This design comes from an exercise in tuning for small area on the open sky130 flow, not from production work.
Function was checked by simulation only, so behaviour that the tests miss may differ from the original.
Power is estimated from default activity; no workload was simulated.

File: run.sh
#!/bin/bash
# synth_recipe.tcl (not shown) runs the flow's synth.tcl, then flattens the netlist and writes it again
# the make line also repeats each setting of config.mk as NAME=value (left out here)
make -C /OpenROAD-flow-scripts/flow DESIGN_CONFIG=/design/flow/config.mk WORK_HOME=/design/flow/orfs CLKGATE_MAP_FILE= SYNTH_SCRIPT=/design/flow/synth_recipe.tcl finish
File: config.mk
export PLATFORM = sky130hd
export DESIGN_NAME = l2_mcu_proto_mon
export DESIGN_NICKNAME = l2_mcu_proto_mon
export VERILOG_FILES = /design/flow/design.v
export SDC_FILE = /design/flow/constraint.sdc
export NUM_CORES = 4
export LEC_CHECK = 0
export CAP_MARGIN = 20
export CORE_MARGIN = 2
export CORE_UTILIZATION = 40
export SLEW_MARGIN = 20
File: constraint.sdc
create_clock -name core_clock -period 5.0 [get_ports {cmp_clk}]
set_input_delay 1.0000 -clock core_clock [delete_from_list [all_inputs] [get_ports {cmp_clk}]]
set_output_delay 1.0000 -clock core_clock [all_outputs]
set_load 0.01 [all_outputs]
File: design.v
`timescale 1ns/10ps
package mcu_if_pkg;
    localparam int MCU_ADDR_W = 33;
    localparam int REQ_ID_W   = 3;
    localparam int RD_DATA_W  = 128;
    localparam int RD_ECC_W   = 28;
    localparam int WR_DATA_W  = 64;
    localparam int RD_CHUNKS  = 4;
    localparam int WR_BEATS   = 8;
    localparam int RD_CHUNK_W = $clog2(RD_CHUNKS);
    typedef struct packed {
        logic [MCU_ADDR_W-1:0] addr;
        logic [REQ_ID_W-1:0]   id;
    } rd_req_t;
    typedef struct packed {
        logic [MCU_ADDR_W-1:0] addr;
    } wr_req_t;
    typedef struct packed {
        logic [RD_DATA_W-1:0] data;
        logic [RD_ECC_W-1:0]  ecc;
    } rd_data_t;
endpackage
`timescale 1ns/10ps
package mon_pkg;
    localparam int MCU_ADDR_W = 33;
    localparam int REQ_ID_W   = 3;
    localparam int RD_DATA_W  = 128;
    localparam int RD_ECC_W   = 28;
    typedef enum logic {
        EVT_RD = 1'b0,
        EVT_WR = 1'b1
    } evt_kind_t;
    typedef struct packed {
        logic [MCU_ADDR_W-1:0] addr;
        logic [REQ_ID_W-1:0]   id;
        logic [RD_DATA_W-1:0]  data_sig;
        logic [RD_ECC_W-1:0]   ecc_sig;
    } mon_cmpl_t;
    typedef struct packed {
        evt_kind_t kind;
        mon_cmpl_t cmpl;
    } mon_evt_t;
    localparam int ERR_W = 4;
    localparam int ERR_ACK_NO_REQ      = 0;
    localparam int ERR_RD_CHUNK_ORDER  = 1;
    localparam int ERR_WR_DATA_MISSING = 2;
    localparam int ERR_QUEUE_OVERFLOW  = 3;
endpackage
`timescale 1ns/10ps
module req_queue #(
    parameter int WIDTH = 1,
    parameter int DEPTH = 4
) (
    input  logic   cmp_clk,
    input  logic   flush_reset_complete,
    input  logic   push,
    input  logic [WIDTH-1:0] push_data,
    input  logic   pop,
    output logic [WIDTH-1:0] head,
    output logic   empty,
    output logic   full
);
    localparam int PTR_W = (DEPTH > 1) ? $clog2(DEPTH) : 1;
    localparam int CNT_W = $clog2(DEPTH + 1);
    logic [WIDTH-1:0] mem [DEPTH];
    logic [PTR_W-1:0] wr_ptr;
    logic [PTR_W-1:0] rd_ptr;
    logic [CNT_W-1:0] count;
    logic             do_push;
    logic             do_pop;
    assign empty   = (count == '0);
    assign full    = (count == CNT_W'(DEPTH));
    assign do_push = push && !full;  
    assign do_pop  = pop && !empty;
    assign head    = mem[rd_ptr];
    always_ff @(posedge cmp_clk)
    begin
        if (do_push)
        begin
            mem[wr_ptr] <= push_data;
        end
    end
    always_ff @(posedge cmp_clk)
    begin
        if (!flush_reset_complete)
        begin
            wr_ptr <= '0;
            rd_ptr <= '0;
            count  <= '0;
        end
        else
        begin
            if (do_push)
            begin
                wr_ptr <= (wr_ptr == PTR_W'(DEPTH - 1)) ? '0 : wr_ptr + 1'b1;
            end
            if (do_pop)
            begin
                rd_ptr <= (rd_ptr == PTR_W'(DEPTH - 1)) ? '0 : rd_ptr + 1'b1;
            end
            count <= count + CNT_W'(do_push) - CNT_W'(do_pop);
        end
    end
endmodule
`timescale 1ns/10ps
module mcu_rd_tracker #(
    parameter int QUEUE_DEPTH   = 4,
    parameter int RD_DATA_DELAY = 3
) (
    input  logic                              cmp_clk,
    input  logic                              flush_reset_complete,
    input  logic                              rd_req,
    input  mcu_if_pkg::rd_req_t               rd_req_info,
    input  logic                              rd_ack,
    input  logic                              rd_data_vld,
    input  logic [mcu_if_pkg::RD_CHUNK_W-1:0] rd_chunk_id,
    input  mcu_if_pkg::rd_data_t              rd_data,
    output logic                              cmpl_valid,
    output mon_pkg::mon_cmpl_t                cmpl,
    output logic                              err_ack_no_req,
    output logic                              err_chunk_order,
    output logic                              err_overflow
);
    localparam int CNT_W = $clog2(QUEUE_DEPTH + 1);
    mcu_if_pkg::rd_req_t                  head;
    logic                     q_full;
    logic                     q_pop;
    logic                     push_ok;
    logic                     ack_ok;
    logic [CNT_W-1:0]         unacked_cnt;
    logic [CNT_W-1:0]         acked_cnt;
    logic [RD_DATA_DELAY-1:0] vld_dly;
    logic [mcu_if_pkg::RD_CHUNK_W-1:0]    id_dly [RD_DATA_DELAY];
    logic                     tap_vld;
    logic [mcu_if_pkg::RD_CHUNK_W-1:0]    tap_id;
    logic [mcu_if_pkg::RD_CHUNK_W-1:0]    exp_chunk;
    logic                     chunk_ok;
    logic                     chunk_bad;
    logic                     chunk_last;
    logic [mcu_if_pkg::RD_DATA_W-1:0]     data_acc;
    logic [mcu_if_pkg::RD_ECC_W-1:0]      ecc_acc;
    req_queue #(
        .WIDTH   (mcu_if_pkg::MCU_ADDR_W + mcu_if_pkg::REQ_ID_W),
        .DEPTH   (QUEUE_DEPTH)
    ) u_rd_queue (
        .cmp_clk              (cmp_clk),
        .flush_reset_complete (flush_reset_complete),
        .push                 (rd_req),
        .push_data            (rd_req_info),
        .pop                  (q_pop),
        .head                 (head),
        .empty                (),
        .full                 (q_full)
    );
    assign tap_vld    = vld_dly[RD_DATA_DELAY-1];
    assign tap_id     = id_dly[RD_DATA_DELAY-1];
    assign push_ok    = rd_req && !q_full;
    assign ack_ok     = rd_ack && (unacked_cnt != '0);
    assign chunk_ok   = tap_vld && (acked_cnt != '0) && (tap_id == exp_chunk);
    assign chunk_bad  = tap_vld && (acked_cnt != '0) && (tap_id != exp_chunk);
    assign chunk_last = chunk_ok && (exp_chunk == mcu_if_pkg::RD_CHUNK_W'(mcu_if_pkg::RD_CHUNKS - 1));
    assign q_pop      = chunk_last || chunk_bad;  
    assign err_ack_no_req  = (rd_ack && (unacked_cnt == '0)) || (tap_vld && (acked_cnt == '0));
    assign err_chunk_order = chunk_bad;
    assign err_overflow    = rd_req && q_full;
    always_ff @(posedge cmp_clk)
    begin
        id_dly[0] <= rd_chunk_id;
        for (int i = 1; i < RD_DATA_DELAY; i++)
        begin
            id_dly[i] <= id_dly[i-1];
        end
    end
    always_ff @(posedge cmp_clk)
    begin
        if (!flush_reset_complete)
        begin
            vld_dly     <= '0;
            unacked_cnt <= '0;
            acked_cnt   <= '0;
            exp_chunk   <= '0;
            cmpl_valid  <= 1'b0;
        end
        else
        begin
            vld_dly     <= RD_DATA_DELAY'({vld_dly, rd_data_vld});
            unacked_cnt <= unacked_cnt + CNT_W'(push_ok) - CNT_W'(ack_ok);
            acked_cnt   <= acked_cnt + CNT_W'(ack_ok) - CNT_W'(q_pop);
            cmpl_valid  <= chunk_last;
            if (q_pop)
            begin
                exp_chunk <= '0;
            end
            else if (chunk_ok)
            begin
                exp_chunk <= exp_chunk + 1'b1;
            end
        end
    end
    always_ff @(posedge cmp_clk)
    begin
        if (chunk_ok)
        begin
            data_acc <= (exp_chunk == '0) ? rd_data.data : data_acc ^ rd_data.data;
            ecc_acc  <= (exp_chunk == '0) ? rd_data.ecc : ecc_acc ^ rd_data.ecc;
        end
        if (chunk_last)
        begin
            cmpl.addr     <= head.addr;  
            cmpl.id       <= head.id;
            cmpl.data_sig <= data_acc ^ rd_data.data;
            cmpl.ecc_sig  <= ecc_acc ^ rd_data.ecc;
        end
    end
endmodule
`timescale 1ns/10ps
module mcu_wr_tracker #(
    parameter int QUEUE_DEPTH   = 4,
    parameter int WR_DATA_DELAY = 5
) (
    input  logic                             cmp_clk,
    input  logic                             flush_reset_complete,
    input  logic                             wr_req,
    input  mcu_if_pkg::wr_req_t              wr_req_info,
    input  logic                             wr_ack,
    input  logic                             wr_data_vld,
    input  logic [mcu_if_pkg::WR_DATA_W-1:0] wr_data,
    output logic                             cmpl_valid,
    output mon_pkg::mon_cmpl_t               cmpl,
    output logic                             err_ack_no_req,
    output logic                             err_data_missing,
    output logic                             err_overflow
);
    localparam int WAIT_W = $clog2(WR_DATA_DELAY + 1);
    localparam int BEAT_W = $clog2(mcu_if_pkg::WR_BEATS);
    mcu_if_pkg::wr_req_t               head;
    logic                  q_empty;
    logic                  q_full;
    logic                  ack_ok;
    logic                  waiting;
    logic                  streaming;
    logic [WAIT_W-1:0]     wait_cnt;
    logic [BEAT_W-1:0]     beat_cnt;
    logic                  check_pt;
    logic                  beat_last;
    logic [mcu_if_pkg::WR_DATA_W-1:0]  data_acc;
    logic [mcu_if_pkg::MCU_ADDR_W-1:0] act_addr;
    req_queue #(
        .WIDTH   (mcu_if_pkg::MCU_ADDR_W),
        .DEPTH   (QUEUE_DEPTH)
    ) u_wr_queue (
        .cmp_clk              (cmp_clk),
        .flush_reset_complete (flush_reset_complete),
        .push                 (wr_req),
        .push_data            (wr_req_info),
        .pop                  (ack_ok),
        .head                 (head),
        .empty                (q_empty),
        .full                 (q_full)
    );
    assign ack_ok    = wr_ack && !q_empty && !waiting && !streaming;
    assign check_pt  = waiting && (wait_cnt == '0);  
    assign beat_last = streaming && (beat_cnt == BEAT_W'(mcu_if_pkg::WR_BEATS - 1));
    assign err_ack_no_req   = wr_ack && q_empty;
    assign err_data_missing = check_pt && !wr_data_vld;
    assign err_overflow     = wr_req && q_full;
    always_ff @(posedge cmp_clk)
    begin
        if (!flush_reset_complete)
        begin
            waiting    <= 1'b0;
            streaming  <= 1'b0;
            wait_cnt   <= '0;
            beat_cnt   <= '0;
            cmpl_valid <= 1'b0;
        end
        else
        begin
            cmpl_valid <= beat_last;
            if (ack_ok)
            begin
                waiting  <= 1'b1;
                wait_cnt <= WAIT_W'(WR_DATA_DELAY - 1);
            end
            else if (check_pt)
            begin
                waiting   <= 1'b0;
                streaming <= wr_data_vld;  
                beat_cnt  <= BEAT_W'(1);
            end
            else if (waiting)
            begin
                wait_cnt <= wait_cnt - 1'b1;
            end
            if (beat_last)
            begin
                streaming <= 1'b0;
            end
            else if (streaming)
            begin
                beat_cnt <= beat_cnt + 1'b1;
            end
        end
    end
    always_ff @(posedge cmp_clk)
    begin
        if (ack_ok)
        begin
            act_addr <= head.addr;
        end
        if (check_pt)
        begin
            data_acc <= wr_data;
        end
        else if (streaming)
        begin
            data_acc <= data_acc ^ wr_data;
        end
        if (beat_last)
        begin
            cmpl.addr     <= act_addr;
            cmpl.id       <= '0;
            cmpl.data_sig <= mcu_if_pkg::RD_DATA_W'(data_acc ^ wr_data);
            cmpl.ecc_sig  <= '0;
        end
    end
endmodule
`timescale 1ns/10ps
module mon_event_merge (
    input  logic                      cmp_clk,
    input  logic                      flush_reset_complete,
    input  logic                      rd_cmpl_valid,
    input  mon_pkg::mon_cmpl_t        rd_cmpl,
    input  logic                      wr_cmpl_valid,
    input  mon_pkg::mon_cmpl_t        wr_cmpl,
    input  logic [2:0]                rd_err,
    input  logic [2:0]                wr_err,
    output logic                      evt_valid,
    output mon_pkg::mon_evt_t         evt,
    output logic [15:0]               rd_count,
    output logic [15:0]               wr_count,
    output logic [mon_pkg::ERR_W-1:0] err
);
    mon_pkg::mon_cmpl_t        hold_cmpl;
    logic             hold_valid;
    logic             wr_emit;
    logic [mon_pkg::ERR_W-1:0] err_in;
    assign wr_emit = !rd_cmpl_valid && (hold_valid || wr_cmpl_valid);
    always_comb
    begin
        err_in                      = '0;
        err_in[mon_pkg::ERR_ACK_NO_REQ]      = rd_err[0] | wr_err[0];
        err_in[mon_pkg::ERR_RD_CHUNK_ORDER]  = rd_err[1];
        err_in[mon_pkg::ERR_WR_DATA_MISSING] = wr_err[1];
        err_in[mon_pkg::ERR_QUEUE_OVERFLOW]  = rd_err[2] | wr_err[2];
    end
    always_ff @(posedge cmp_clk)
    begin
        if (!flush_reset_complete)
        begin
            evt_valid  <= 1'b0;
            hold_valid <= 1'b0;
            rd_count   <= '0;
            wr_count   <= '0;
            err        <= '0;
        end
        else
        begin
            evt_valid  <= rd_cmpl_valid || wr_emit;
            hold_valid <= rd_cmpl_valid && (wr_cmpl_valid || hold_valid);
            rd_count   <= rd_count + 16'(rd_cmpl_valid);
            wr_count   <= wr_count + 16'(wr_emit);
            err        <= err | err_in;
        end
    end
    always_ff @(posedge cmp_clk)
    begin
        if (wr_cmpl_valid)
        begin
            hold_cmpl <= wr_cmpl;
        end
        if (rd_cmpl_valid)
        begin
            evt.kind <= mon_pkg::EVT_RD;
            evt.cmpl <= rd_cmpl;
        end
        else if (wr_emit)
        begin
            evt.kind <= mon_pkg::EVT_WR;
            evt.cmpl <= hold_valid ? hold_cmpl : wr_cmpl;
        end
    end
endmodule
`timescale 1ns/10ps
module l2_mcu_proto_mon #(
    parameter int QUEUE_DEPTH   = 4,
    parameter int RD_DATA_DELAY = 3,
    parameter int WR_DATA_DELAY = 5
) (
    input  logic                              cmp_clk,
    input  logic                              flush_reset_complete,
    input  logic                              rd_req,
    input  logic [35:0]                       rd_req_info,
    input  logic                              rd_ack,
    input  logic                              rd_data_vld,
    input  logic [mcu_if_pkg::RD_CHUNK_W-1:0] rd_chunk_id,
    input  logic [155:0]                      rd_data,
    input  logic                              wr_req,
    input  logic [32:0]                       wr_req_info,
    input  logic                              wr_ack,
    input  logic                              wr_data_vld,
    input  logic [mcu_if_pkg::WR_DATA_W-1:0]  wr_data,
    output logic                              evt_valid,
    output logic [192:0]                      evt,
    output logic [15:0]                       rd_count,
    output logic [15:0]                       wr_count,
    output logic [3:0]                        err
);
    mon_pkg::mon_cmpl_t  rd_cmpl;
    mon_pkg::mon_cmpl_t  wr_cmpl;
    logic       rd_cmpl_valid;
    logic       wr_cmpl_valid;
    logic [2:0] rd_err;  
    logic [2:0] wr_err;  
    mcu_if_pkg::rd_req_t  rd_req_s;
    mcu_if_pkg::rd_data_t rd_data_s;
    mcu_if_pkg::wr_req_t  wr_req_s;
    mon_pkg::mon_evt_t             evt_s;
    assign rd_req_s  = rd_req_info;
    assign rd_data_s = rd_data;
    assign wr_req_s  = wr_req_info;
    assign evt       = evt_s;
    mcu_rd_tracker #(
        .QUEUE_DEPTH   (QUEUE_DEPTH),
        .RD_DATA_DELAY (RD_DATA_DELAY)
    ) u_mcu_rd_tracker (
        .cmp_clk              (cmp_clk),
        .flush_reset_complete (flush_reset_complete),
        .rd_req               (rd_req),
        .rd_req_info          (rd_req_s),
        .rd_ack               (rd_ack),
        .rd_data_vld          (rd_data_vld),
        .rd_chunk_id          (rd_chunk_id),
        .rd_data              (rd_data_s),
        .cmpl_valid           (rd_cmpl_valid),
        .cmpl                 (rd_cmpl),
        .err_ack_no_req       (rd_err[0]),
        .err_chunk_order      (rd_err[1]),
        .err_overflow         (rd_err[2])
    );
    mcu_wr_tracker #(
        .QUEUE_DEPTH   (QUEUE_DEPTH),
        .WR_DATA_DELAY (WR_DATA_DELAY)
    ) u_mcu_wr_tracker (
        .cmp_clk              (cmp_clk),
        .flush_reset_complete (flush_reset_complete),
        .wr_req               (wr_req),
        .wr_req_info          (wr_req_s),
        .wr_ack               (wr_ack),
        .wr_data_vld          (wr_data_vld),
        .wr_data              (wr_data),
        .cmpl_valid           (wr_cmpl_valid),
        .cmpl                 (wr_cmpl),
        .err_ack_no_req       (wr_err[0]),
        .err_data_missing     (wr_err[1]),
        .err_overflow         (wr_err[2])
    );
    mon_event_merge u_mon_event_merge (
        .cmp_clk              (cmp_clk),
        .flush_reset_complete (flush_reset_complete),
        .rd_cmpl_valid        (rd_cmpl_valid),
        .rd_cmpl              (rd_cmpl),
        .wr_cmpl_valid        (wr_cmpl_valid),
        .wr_cmpl              (wr_cmpl),
        .rd_err               (rd_err),
        .wr_err               (wr_err),
        .evt_valid            (evt_valid),
        .evt                  (evt_s),
        .rd_count             (rd_count),
        .wr_count             (wr_count),
        .err                  (err)
    );
endmodule
==> flow_metrics.tcl <==
set metrics [dict create \
    cts_tree "built" \
    clk_pin_slew_worst_paths_ns 0.06 \
    cpPeakStageDelay_ns 0.55 \
    r2r_end "u_mcu_rd_tracker.cmpl[63]" \
    fin_nets 3607 \
    grt_max_degree 145 \
    cts_setup_buffers 0 \
    rsz0062_at_grt "false" \
    synth-seq-area-share_pct 75.4 \
    via_per_inst 4.85 \
    seqCellArea_mm2 0.0349 \
    clock_sinks 1187 \
    wl_mm 105 \
    cp.required_ns 5.60 \
    cp_data_arrival_time_ns 3.49 \
    rr_startpoint "u_mcu_rd_tracker.exp_chunk[1]" \
    drc 0 \
    tightest_slew_ns 1.14 \
    reg2reg_depth 4 \
    utilization_pct 50.3 \
    drv_cap 0 \
    syn-num-nets 3017 \
    coreArea_mm2 0.115 \
    num_rows 124 \
    fillers 9399 \
    run_status "finished clean" \
    die_h_um 344 \
    ant_nets 0 \
    syn_inst 2686 \
    track_usage_pct 17.6 \
    grt_pass1_wl_mm 156 \
    cts_max_level 4 \
    ys_ff_latch 1187 \
    finalCritPeriodShare_pct 57.9 \
    num_io_pins 529 \
    min_path_type "reg2reg" \
    die_x_um 344 \
    yosys_warnings 6 \
    start_util_pct 40.4 \
    multiInputGateArea_mm2 0.0110 \
    grt-ovfl-total 0 \
    fin_crit_ns 2.89 \
    hold_path_depth 0 \
    gp_congestion 0.793 \
    synth_cell_types 44 \
    final-max-slew-violation-count 0 \
    cts_buffers 130 \
    num_vias 23800 \
    clk_path_buf_depth 3 \
    wl_per_cell_um 21.4 \
    hpwlAfterDp_mm 67.8 \
    r2r_slack_ns 2.13 \
    fin_worst_skew_ns 0.0211 \
    critPathKind "in2reg" \
    powerDensity_mw_per_mm2 402 \
    cp-end-kind "flop" \
    synthesis.area_mm2 0.0462 \
    syn_to_final_growth_pct 24.6 \
    critPathLaunchType "input pin" \
    root_buffer "clkbuf_16" \
    holdWs_ns 0.329 \
    critPathSlowestCell "a21boi_1" \
    vdd_drop_max_uv 333 \
    max_freq_mhz 346 \
    setup_viol 0 \
    dieArea_mm2 0.118 \
    clk_latency_ns 0.73 \
    hold_viol 0 \
    critPathMaxFanout 7 \
    grt_antenna_before_repair 16 \
    layout-drive-gt1-share_pct 9.12 \
    portBuffers 528 \
    tns_ns 0 \
    ctsHoldBuffers 0 \
    dr.pass1.iters 4 \
    startpoint "rd_req" \
    leakage_nw 18.8 \
    grt_pass1_vias 25000 \
    syn_avg_cell_area_um2 17.2 \
    critical_path.cell_chain "clkdlybuf4s50_1, a21boi_1, inv_1, ha_1, inv_1, ha_1, fa_1, xnor2_1, xnor2_1, nor2_1" \
    hp-start "u_mcu_rd_tracker.id_dly[0][1]" \
    cts_resized 0 \
    hold_end "u_mcu_rd_tracker.id_dly[1][1]" \
    drt_iter0_drc 1552 \
    slew_headroom_pct 24.1 \
]
-- layer usage --
layer / vias to the layer above / track usage, % / routed length (um)
li1: 11000 / - / -
met1: 12000 / 22.5 / 43400
met2: 613 / 30.1 / 52800
met3: 157 / 4.06 / 6700
met4: 12 / 4.79 / 1940
met5: - / 0 / 69
-- power by group --
group | switching, mW | internal (mW)
clock | 3.85 | 5.52
combinational | 1.00 | 0.927
sequential | 0.245 | 11.6
-- cell type report --
cell class,instances,area share [%]
Multi-Input combinational cell,1381,19.0
Clock inverter,75,1.30
Tap cell,1512,3.29
Sequential cell,1187,60.6
Antenna cell,13,0.0565
Timing Repair Buffer,550,9.61
Inverter,26,0.170
Clock buffer,158,5.96
-- worst max-delay path, delay by kind of cell --
family | cells | cell delay, ns
buffers and inverters | 3 | 0.67
XOR/XNOR | 2 | 0.33
AO/OA/AOI/OAI | 1 | 0.55
AND/OR/NAND/NOR | 1 | 0.06
adder cells (fa/ha/maj) | 3 | 0.89
-- synth_stat cells, drive strengths merged --
| cell | n | area, um^2 |
|---|---|---|
| ha | 28 | 350 |
| nor2 | 57 | 214 |
| and2 | 120 | 751 |
| nand2 | 183 | 687 |
| xnor2 | 237 | 2080 |
| a22oi | 2 | 15.0 |
| buf | 38 | 181 |
| xor2 | 235 | 2060 |
| o31a | 1 | 8.76 |
| o21ai | 100 | 500 |
| nand3 | 14 | 80.1 |
| or2 | 1 | 6.26 |
| a21oi | 8 | 40.0 |
| and3 | 3 | 18.8 |
| a211oi | 2 | 15.0 |
| and4 | 4 | 36.3 |
| nor4 | 6 | 43.8 |
| dfxtp | 80 | 1600 |
| a221oi | 1 | 8.76 |
| nor3 | 14 | 75.1 |
| nor2b | 3 | 18.8 |
| edfxtp | 1107 | 33200 |
| o21a | 3 | 22.5 |
| mux2i | 108 | 1080 |
| fa | 4 | 80.1 |
| o21bai | 1 | 7.51 |
| clkbuf | 54 | 203 |
| inv | 26 | 97.6 |
| nand2b | 161 | 1010 |
| a31oi | 1 | 6.26 |
| nor4b | 2 | 32.5 |
| o31ai | 1 | 12.5 |
| or3 | 5 | 31.3 |
| nand4 | 5 | 37.5 |
| mux4 | 69 | 1550 |
| a21boi | 2 | 15.0 |
-- cell families (layout without fill, tap and decap cells) --
kind of cell	Yosys count	count (layout)	synth area share, %
adders and majority gates	32	32	0.931
AOI/OAI and AO/OA	122	122	1.41
and+or+nand+nor	578	578	6.58
other	0	13	0
DFF	1187	1187	75.4
buffers and inverters	118	809	1.04
xor gates and xnor gates	472	472	8.94
muxes	177	177	5.70
-- cell usage in the layout (no fill, tap or decap), drive strengths merged, types with 2 or more instances in the layout --
| cell | n |
|---|---|
| a211oi | 2 |
| a21boi | 2 |
| a21oi | 8 |
| a22oi | 2 |
| and2 | 120 |
| and3 | 3 |
| and4 | 4 |
| buf | 22 |
| bufinv | 12 |
| clkbuf | 158 |
| clkdlybuf4s50 | 528 |
| clkinv | 52 |
| clkinvlp | 5 |
| dfxtp | 80 |
| diode | 13 |
| edfxtp | 1107 |
| fa | 4 |
| ha | 28 |
| inv | 32 |
| mux2i | 108 |
| mux4 | 69 |
| nand2 | 183 |
| nand2b | 161 |
| nand3 | 14 |
| nand4 | 5 |
| nor2 | 57 |
| nor2b | 3 |
| nor3 | 14 |
| nor4 | 6 |
| nor4b | 2 |
| o21a | 3 |
| o21ai | 100 |
| or3 | 5 |
| xnor2 | 237 |
| xor2 | 235 |
-- sequential cells by signal (all words and copies together) (netlist names), 28 cells and up --
register / count
u_mon_event_merge.evt: 193
u_mcu_rd_tracker.cmpl: 192
u_mcu_rd_tracker.u_rd_queue.mem: 144
u_mcu_wr_tracker.u_wr_queue.mem: 132
u_mcu_rd_tracker.data_acc: 128
u_mcu_wr_tracker.cmpl: 97
u_mon_event_merge.hold_cmpl: 97
u_mcu_wr_tracker.data_acc: 64
u_mcu_wr_tracker.act_addr: 33
u_mcu_rd_tracker.ecc_acc: 28
-- worst max-delay path by stage --
stage	to	slack [ns]
finish	u_mcu_rd_tracker.unacked_cnt[2]	2.11
global route	u_mcu_rd_tracker.unacked_cnt[2]	1.87
CTS	u_mcu_rd_tracker.cmpl[53]	2.09
detailed placement	u_mcu_wr_tracker.u_wr_queue.count[2]	1.34
global placement	u_mcu_wr_tracker.u_wr_queue.count[2]	1.38
floorplan	u_mcu_rd_tracker.cmpl[0]	-2.44
-- per-stage QoR --
step           instance area [um^2]  power, mW  worst slack [ns]  cells
6_report                      57600       23.1              2.11   4902
5_1_grt                       57500       24.0              1.87   4894
4_1_cts                       57500       23.4              2.09   4889
3_5_place_dp                  53400       14.0              1.34   4656
3_3_place_gp                  53300       13.9              1.38   4655
2_1_floorplan                 46200       13.2             -2.44   2686

==> re-timing with driven ports <==
The results above use ideal ports. As a check the final layout listed here was re-extracted and re-timed, cells and wires unchanged. Step 1, drivers: a clkbuf_16 drives cmp_clk and a buf_2 each remaining input, both assumed. Step 2 also shifts input and output timing later by t, the mid clock arrival at the registers, as if the neighbouring blocks saw the same clock. Three values: ideal, step 1, step 2; two values: the first two.
shift t [ns]: 0.786
setup WS [ns]: 2.106 / 2.113 / 1.328
worst register clock-pin slew, ns: 0.06 / 0.06
After both steps setup and hold are still met in this run. The setup slack of this run moves by +0.007 ns with the drivers and by -0.778 ns with both steps.
